Background: an optimization exercise with open tools, aiming at small area, a short achievable clock period and few clock cycles per item. Do not read the settings as production practice.
At most, simulation tests tie the RTL to the original design; equivalence was not proved.
Power is estimated from default activity; no workload was simulated.

Setup of main:
==> flow/design.v <==
package sat_pkg;
    localparam int SEGMENTS   = 16;
    localparam int DATA_W     = 16;
    localparam int ID_W       = 8;
    localparam int SLOT_W     = 4;
    localparam logic [DATA_W-1:0] MAX_SEG_RESET = 16'd64;
    localparam logic [16:0] DIV_REGPOS = 17'b0_1111_1111_1111_1000;
    localparam logic [16:0] DIV_COPYPOS = 17'b0_1010_1010_1010_1000;
endpackage
module sat_div_step #(
    parameter int STEP = 0
) (
    input  logic [15:0] i_rem,
    input  logic [15:0] i_quo,
    input  logic [15:0] i_div,
    input  logic        i_hz,
    input  logic        i_load,
    input  logic        i_xbit,
    output logic [15:0] o_rem,
    output logic [15:0] o_quo
);
    localparam int W = STEP + 1;
    logic [W-1:0] t, d, g, p, gg, pp, bor;
    logic         ge;
    always_comb begin
        if (STEP == 0) t = i_quo[15];
        else           t = {i_rem[W-2:0], i_quo[15]};
        d = i_div[W-1:0];
        g = ~t & d;
        p = ~(t ^ d);
        gg = g;
        pp = p;
        for (int s = 1; s < W; s = s * 2) begin
            for (int i = W - 1; i >= s; i--) begin
                gg[i] = gg[i] | (pp[i] & gg[i-s]);
                pp[i] = pp[i] & pp[i-s];
            end
        end
        bor = '0;
        for (int i = 1; i < W; i++) bor[i] = gg[i-1];
        ge = i_hz && !gg[W-1] && !i_load;
        o_rem = '0;
        o_rem[W-1:0] = t ^ ({W{ge}} & (d ^ bor));
    end
    assign o_quo = {i_quo[14:0], i_load ? i_xbit : ge};
endmodule
module sat_match (
    input  logic [15:0]  i_key,
    input  logic [15:0]  i_live,
    input  logic [127:0] i_ids,
    output logic         o_hit,
    output logic [15:0]  o_sel
);
    logic [15:0] m;
    logic [15:0] below;
    always_comb begin
        for (int i = 0; i < 16; i++)
            m[i] = i_live[i] && (i_key[15:8] == 8'd0) && (i_key[7:0] == i_ids[i*8 +: 8]);
        below[0] = 1'b0;
        for (int i = 1; i < 16; i++) below[i] = below[i-1] | m[i-1];
        o_sel = m & ~below;
        o_hit = |m;
    end
endmodule
module segment_address_translation_core (
    input  logic                         i_clk,
    input  logic                         i_rst_n,
    input  logic                         i_cfg_valid,
    output logic                         o_cfg_ready,
    input  logic [sat_pkg::DATA_W-1:0]   i_cfg_data,
    input  logic                         i_valid,
    output logic                         o_ready,
    input  logic                         i_action,
    input  logic [sat_pkg::DATA_W-1:0]   i_logical_address,
    input  logic [sat_pkg::DATA_W-1:0]   i_byte_count,
    input  logic [sat_pkg::SLOT_W-1:0]   i_entry_slot,
    input  logic [sat_pkg::ID_W-1:0]     i_entry_id,
    input  logic [sat_pkg::DATA_W-1:0]   i_entry_base,
    input  logic [sat_pkg::DATA_W-1:0]   i_entry_size,
    input  logic                         i_entry_valid,
    output logic                         o_valid,
    input  logic                         i_ready,
    output logic [sat_pkg::DATA_W-1:0]   o_physical_address,
    output logic                         o_fault,
    output logic [sat_pkg::DATA_W-1:0]   o_segment_number,
    output logic [sat_pkg::DATA_W-1:0]   o_offset
);
    localparam logic [16:0] RP = sat_pkg::DIV_REGPOS;
    localparam logic [16:0] CP = sat_pkg::DIV_COPYPOS;
    logic        adv;
    logic        in_fire;
    logic        div_busy;
    logic [15:0] r_max_seg;
    logic [15:0] r_div;
    logic [16:1] r_hz;
    logic        r_dpend;
    logic        r_out_valid;
    logic [15:0] r_out_phys;
    logic        r_out_fault;
    logic [15:0] r_out_seg;
    logic [15:0] r_out_off;
    assign adv         = !r_out_valid || i_ready;
    assign o_ready     = adv && !r_dpend;
    assign o_cfg_ready = 1'b1;
    assign in_fire     = i_valid && o_ready;
    always_ff @(posedge i_clk) begin
        if (!i_rst_n) begin
            r_max_seg <= sat_pkg::MAX_SEG_RESET;
            r_div     <= sat_pkg::MAX_SEG_RESET;
            r_hz      <= hz_of(sat_pkg::MAX_SEG_RESET);
            r_dpend   <= 1'b0;
        end else if (i_cfg_valid) begin
            r_max_seg <= i_cfg_data;
            if (!div_busy && !in_fire) begin
                r_div   <= i_cfg_data;
                r_hz    <= hz_of(i_cfg_data);
                r_dpend <= 1'b0;
            end else begin
                r_dpend <= 1'b1;
            end
        end else if (r_dpend && !div_busy) begin
            r_div   <= r_max_seg;
            r_hz    <= hz_of(r_max_seg);
            r_dpend <= 1'b0;
        end
    end
    function automatic logic [16:1] hz_of(input logic [15:0] d);
        for (int k = 1; k <= 16; k++) hz_of[k] = ((d >> k) == 16'd0);
    endfunction
    logic [16:0]    nv, nld;
    logic [17*16-1:0] nR, nQ, nC;
    logic [17*13-1:0] nX;
    logic [16:0]    busy_at;
    logic [17*16-1:0] nD;
    for (genvar p = 0; p <= 16; p++) begin : g_node
        logic        sv, sld;
        logic [15:0] sR, sQ, sC;
        logic [12:0] sX;
        if (p == 0) begin : g_src_in
            assign sv  = in_fire;
            assign sld = !i_action;
            assign sR  = '0;
            assign sQ  = i_action ? i_logical_address : i_entry_base;
            assign sC  = i_action ? i_byte_count : i_entry_size;
            assign sX  = {i_entry_slot, i_entry_valid, i_entry_id};
        end else begin : g_src_step
            sat_div_step #(.STEP(p - 1)) u_step (
                .i_rem   (nR[(p-1)*16 +: 16]),
                .i_quo   (nQ[(p-1)*16 +: 16]),
                .i_div   (nD[(p-1)*16 +: 16]),
                .i_hz    (((CP & ((17'd1 << p) - 17'd1)) == 17'd0) ? r_hz[p]
                                                                   : (nD[(p-1)*16 +: 16] >> p == 16'd0)),
                .i_load  (nld[p-1]),
                .i_xbit  (nX[(p-1)*13 + 12]),
                .o_rem   (sR),
                .o_quo   (sQ)
            );
            assign sv  = nv[p-1];
            assign sld = nld[p-1];
            assign sC  = nC[(p-1)*16 +: 16];
            assign sX  = {nX[(p-1)*13 +: 12], 1'b0};
        end
        if (RP[p]) begin : g_reg
            logic        r_v, r_ld;
            logic [15:0] r_R, r_Q, r_C;
            logic [12:0] r_X;
            always_ff @(posedge i_clk) begin
                if (!i_rst_n)  r_v <= 1'b0;
                else if (adv)  r_v <= sv;
            end
            always_ff @(posedge i_clk) begin
                if (adv) begin
                    r_ld <= sld;
                    r_R  <= sR;
                    r_Q  <= sQ;
                    r_C  <= sC;
                    r_X  <= sX;
                end
            end
            assign nv[p]            = r_v;
            assign nld[p]           = r_ld;
            assign nR[p*16 +: 16]   = r_R;
            assign nQ[p*16 +: 16]   = r_Q;
            assign nC[p*16 +: 16]   = r_C;
            assign nX[p*13 +: 13]   = r_X;
            assign busy_at[p]       = (p < 16) && r_v && !r_ld;
        end else begin : g_wire
            assign nv[p]            = sv;
            assign nld[p]           = sld;
            assign nR[p*16 +: 16]   = sR;
            assign nQ[p*16 +: 16]   = sQ;
            assign nC[p*16 +: 16]   = sC;
            assign nX[p*13 +: 13]   = sX;
            assign busy_at[p]       = 1'b0;
        end
        if (CP[p]) begin : g_dcopy
            logic [15:0] r_dc;
            always_ff @(posedge i_clk) r_dc <= nD[(p-1)*16 +: 16];
            assign nD[p*16 +: 16] = r_dc;
        end else if (p == 0) begin : g_d0
            assign nD[p*16 +: 16] = r_div;
        end else begin : g_dn
            assign nD[p*16 +: 16] = nD[(p-1)*16 +: 16];
        end
    end
    assign div_busy = |busy_at;
    logic [16:0] r_cd15;
    always_ff @(posedge i_clk) begin
        if (adv) r_cd15 <= {1'b0, nC[14*16 +: 16]} - {1'b0, nD[14*16 +: 16]};
    end
    logic        m_v, m_ld;
    logic [15:0] m_q, m_r, m_c;
    logic [12:0] m_x;
    logic        m_hit;
    logic [15:0] m_sel;
    logic [15:0] m_t;
    logic [16:0] m_sum_keep, m_sum_sub;
    assign m_v  = nv[16];
    assign m_ld = nld[16];
    assign m_q  = nQ[16*16 +: 16];
    assign m_r  = nR[16*16 +: 16];
    assign m_c  = nC[16*16 +: 16];
    assign m_x  = m_q[15:3];
    logic [15:0]  t_live;
    logic [127:0] t_ids;
    logic [15:0]  t_base [16];
    logic [15:0]  t_size [16];
    assign m_t        = {nR[15*16 +: 15], nQ[15*16 + 15]};
    assign m_sum_keep = {1'b0, m_t} + {1'b0, m_c};
    assign m_sum_sub  = {1'b0, m_t} + r_cd15;
    sat_match u_match (
        .i_key  (m_q),
        .i_live (t_live),
        .i_ids  (t_ids),
        .o_hit  (m_hit),
        .o_sel  (m_sel)
    );
    logic        t_we;
    logic [3:0]  t_slot;
    assign t_we   = adv && m_v && m_ld;
    assign t_slot = m_x[12:9];
    always_ff @(posedge i_clk) begin
        if (!i_rst_n) begin
            t_live <= '0;
        end else if (t_we) begin
            t_live[t_slot] <= m_x[8];
        end
    end
    always_ff @(posedge i_clk) begin
        if (t_we) begin
            t_ids[t_slot*8 +: 8] <= m_x[7:0];
            t_base[t_slot]       <= m_t;
            t_size[t_slot]       <= m_c;
        end
    end
    logic        f_v, f_ld, f_hit;
    logic [15:0] f_sel;
    logic [15:0] f_q, f_r;
    logic [16:0] f_sum_keep, f_sum_sub;
    always_ff @(posedge i_clk) begin
        if (!i_rst_n)  f_v <= 1'b0;
        else if (adv)  f_v <= m_v;
    end
    always_ff @(posedge i_clk) begin
        if (adv) begin
            f_ld  <= m_ld;
            f_hit <= m_hit;
            f_sel <= m_sel;
            f_q   <= m_q;
            f_r   <= m_r;
            f_sum_keep <= m_sum_keep;
            f_sum_sub  <= m_sum_sub;
        end
    end
    logic [15:0] f_base, f_size;
    logic        f_fault;
    always_comb begin
        f_base = '0;
        f_size = '0;
        for (int i = 0; i < 16; i++) begin
            f_base = f_base | ({16{f_sel[i]}} & t_base[i]);
            f_size = f_size | ({16{f_sel[i]}} & t_size[i]);
        end
    end
    assign f_fault = !f_hit || (f_q[0] ? (f_sum_sub  > {1'b0, f_size})
                                       : (f_sum_keep > {1'b0, f_size}));
    logic        g_v, g_ld, g_fault;
    logic [15:0] g_base, g_q, g_r;
    always_ff @(posedge i_clk) begin
        if (!i_rst_n)  g_v <= 1'b0;
        else if (adv)  g_v <= f_v;
    end
    always_ff @(posedge i_clk) begin
        if (adv) begin
            g_ld    <= f_ld;
            g_fault <= f_fault;
            g_base  <= f_base;
            g_q     <= f_ld ? '0 : f_q;
            g_r     <= f_ld ? '0 : f_r;
        end
    end
    always_ff @(posedge i_clk) begin
        if (!i_rst_n)  r_out_valid <= 1'b0;
        else if (adv)  r_out_valid <= g_v;
    end
    always_ff @(posedge i_clk) begin
        if (adv) begin
            r_out_phys  <= (g_ld || g_fault) ? '0 : (g_base + g_r);
            r_out_fault <= !g_ld && g_fault;
            r_out_seg   <= g_q;
            r_out_off   <= g_r;
        end
    end
    assign o_valid            = r_out_valid;
    assign o_physical_address = r_out_phys;
    assign o_fault            = r_out_fault;
    assign o_segment_number   = r_out_seg;
    assign o_offset           = r_out_off;
endmodule
==> flow/config.mk <==
export PLATFORM = sky130hd
export DESIGN_NAME = segment_address_translation_core
export DESIGN_NICKNAME = segment_address_translation_core
export VERILOG_FILES = /design/flow/design.v
export SDC_FILE = /design/flow/constraint.sdc
export NUM_CORES = 4
export LEC_CHECK = 0
export CAP_MARGIN = 20
export CORE_MARGIN = 2
export CORE_UTILIZATION = 40
export SETUP_SLACK_MARGIN = 2.3
export SLEW_MARGIN = 20
==> flow/constraint.sdc <==
create_clock -name core_clock -period 5.0 [get_ports {i_clk}]
set_input_delay 1.0000 -clock core_clock [delete_from_list [all_inputs] [get_ports {i_clk}]]
set_output_delay 1.0000 -clock core_clock [all_outputs]
set_load 0.01 [all_outputs]
run.sh (not shown) runs the stock make flow with config.mk's settings and CLKGATE_MAP_FILE= SYNTH_SCRIPT=/design/flow/synth_recipe.tcl, a recipe that flattens the netlist after the stock synthesis.
main finished all stages; the layout is clean.
Testbench counts of main, summed over its fixed seeds: cycles 4,928, items 4,800.
### main -> the feature branch
--- a/flow/design.v
+++ b/flow/design.v
@@ -94,12 +94,13 @@
     logic [15:0] r_div;
     logic [16:1] r_hz;
     logic        r_dpend;
     logic        r_out_valid;
     logic [15:0] r_out_phys;
     logic        r_out_fault;
+    logic        r_out_zero;
     logic [15:0] r_out_seg;
     logic [15:0] r_out_off;
     assign adv         = !r_out_valid || i_ready;
     assign o_ready     = adv && !r_dpend;
     assign o_cfg_ready = 1'b1;
     assign in_fire     = i_valid && o_ready;
@@ -269,51 +270,38 @@
             f_q   <= m_q;
             f_r   <= m_r;
             f_sum_keep <= m_sum_keep;
             f_sum_sub  <= m_sum_sub;
         end
     end
-    logic [15:0] f_base, f_size;
+    logic [15:0] f_base, f_size, f_phys;
     logic        f_fault;
     always_comb begin
         f_base = '0;
         f_size = '0;
         for (int i = 0; i < 16; i++) begin
             f_base = f_base | ({16{f_sel[i]}} & t_base[i]);
             f_size = f_size | ({16{f_sel[i]}} & t_size[i]);
         end
     end
+    assign f_phys  = f_base + f_r;
     assign f_fault = !f_hit || (f_q[0] ? (f_sum_sub  > {1'b0, f_size})
                                        : (f_sum_keep > {1'b0, f_size}));
-    logic        g_v, g_ld, g_fault;
-    logic [15:0] g_base, g_q, g_r;
-    always_ff @(posedge i_clk) begin
-        if (!i_rst_n)  g_v <= 1'b0;
-        else if (adv)  g_v <= f_v;
-    end
-    always_ff @(posedge i_clk) begin
-        if (adv) begin
-            g_ld    <= f_ld;
-            g_fault <= f_fault;
-            g_base  <= f_base;
-            g_q     <= f_ld ? '0 : f_q;
-            g_r     <= f_ld ? '0 : f_r;
-        end
-    end
     always_ff @(posedge i_clk) begin
         if (!i_rst_n)  r_out_valid <= 1'b0;
-        else if (adv)  r_out_valid <= g_v;
+        else if (adv)  r_out_valid <= f_v;
     end
     always_ff @(posedge i_clk) begin
         if (adv) begin
-            r_out_phys  <= (g_ld || g_fault) ? '0 : (g_base + g_r);
-            r_out_fault <= !g_ld && g_fault;
-            r_out_seg   <= g_q;
-            r_out_off   <= g_r;
+            r_out_phys  <= f_phys;
+            r_out_zero  <= f_ld || f_fault;
+            r_out_fault <= !f_ld && f_fault;
+            r_out_seg   <= f_ld ? '0 : f_q;
+            r_out_off   <= f_ld ? '0 : f_r;
         end
     end
     assign o_valid            = r_out_valid;
-    assign o_physical_address = r_out_phys;
+    assign o_physical_address = r_out_zero ? '0 : r_out_phys;
     assign o_fault            = r_out_fault;
     assign o_segment_number   = r_out_seg;
     assign o_offset           = r_out_off;
 endmodule
==> comparison <==
Compared with main, the feature branch shows a higher number of non-clock buffers in the layout. Compared with main, the feature branch shows a total power of the final layout that is about 1% lower. Met2 layer usage reported by global route: higher on the feature branch. Delta (the feature branch minus main): number of placement rows has decreased, worst setup slack has decreased. Total number of vias, the feature branch and main: smaller value in main.
No functional check of the RTL was part of the feature branch.

==> what the ideal ports hide <==
No port has a modelled driver above. Below, the same layouts with a new extraction and two added sets of constraints.
Step 1 sets driving cells, clkbuf_16 on the clock port and buf_2 on the other inputs (assumed; they add their load-dependent delay and slew).
Step 2 also shifts input and output timing later by t, the mid clock arrival at the registers, as if the neighbouring blocks saw the same clock.
Three values: ideal ports, drivers, drivers and shift; two values: the first two.
run	t, ns	setup WS [ns]	clock arrival spread, ns
main	0.848	1.846 / 1.846 / 1.423	0.047 / 0.048
the feature branch	0.863	1.629 / 1.629 / 1.401	0.033 / 0.032
After both steps every run listed still meets setup and hold. For main, which loses most, drivers alone change the setup slack by 0.000 ns; drivers and shift together by -0.423 ns.
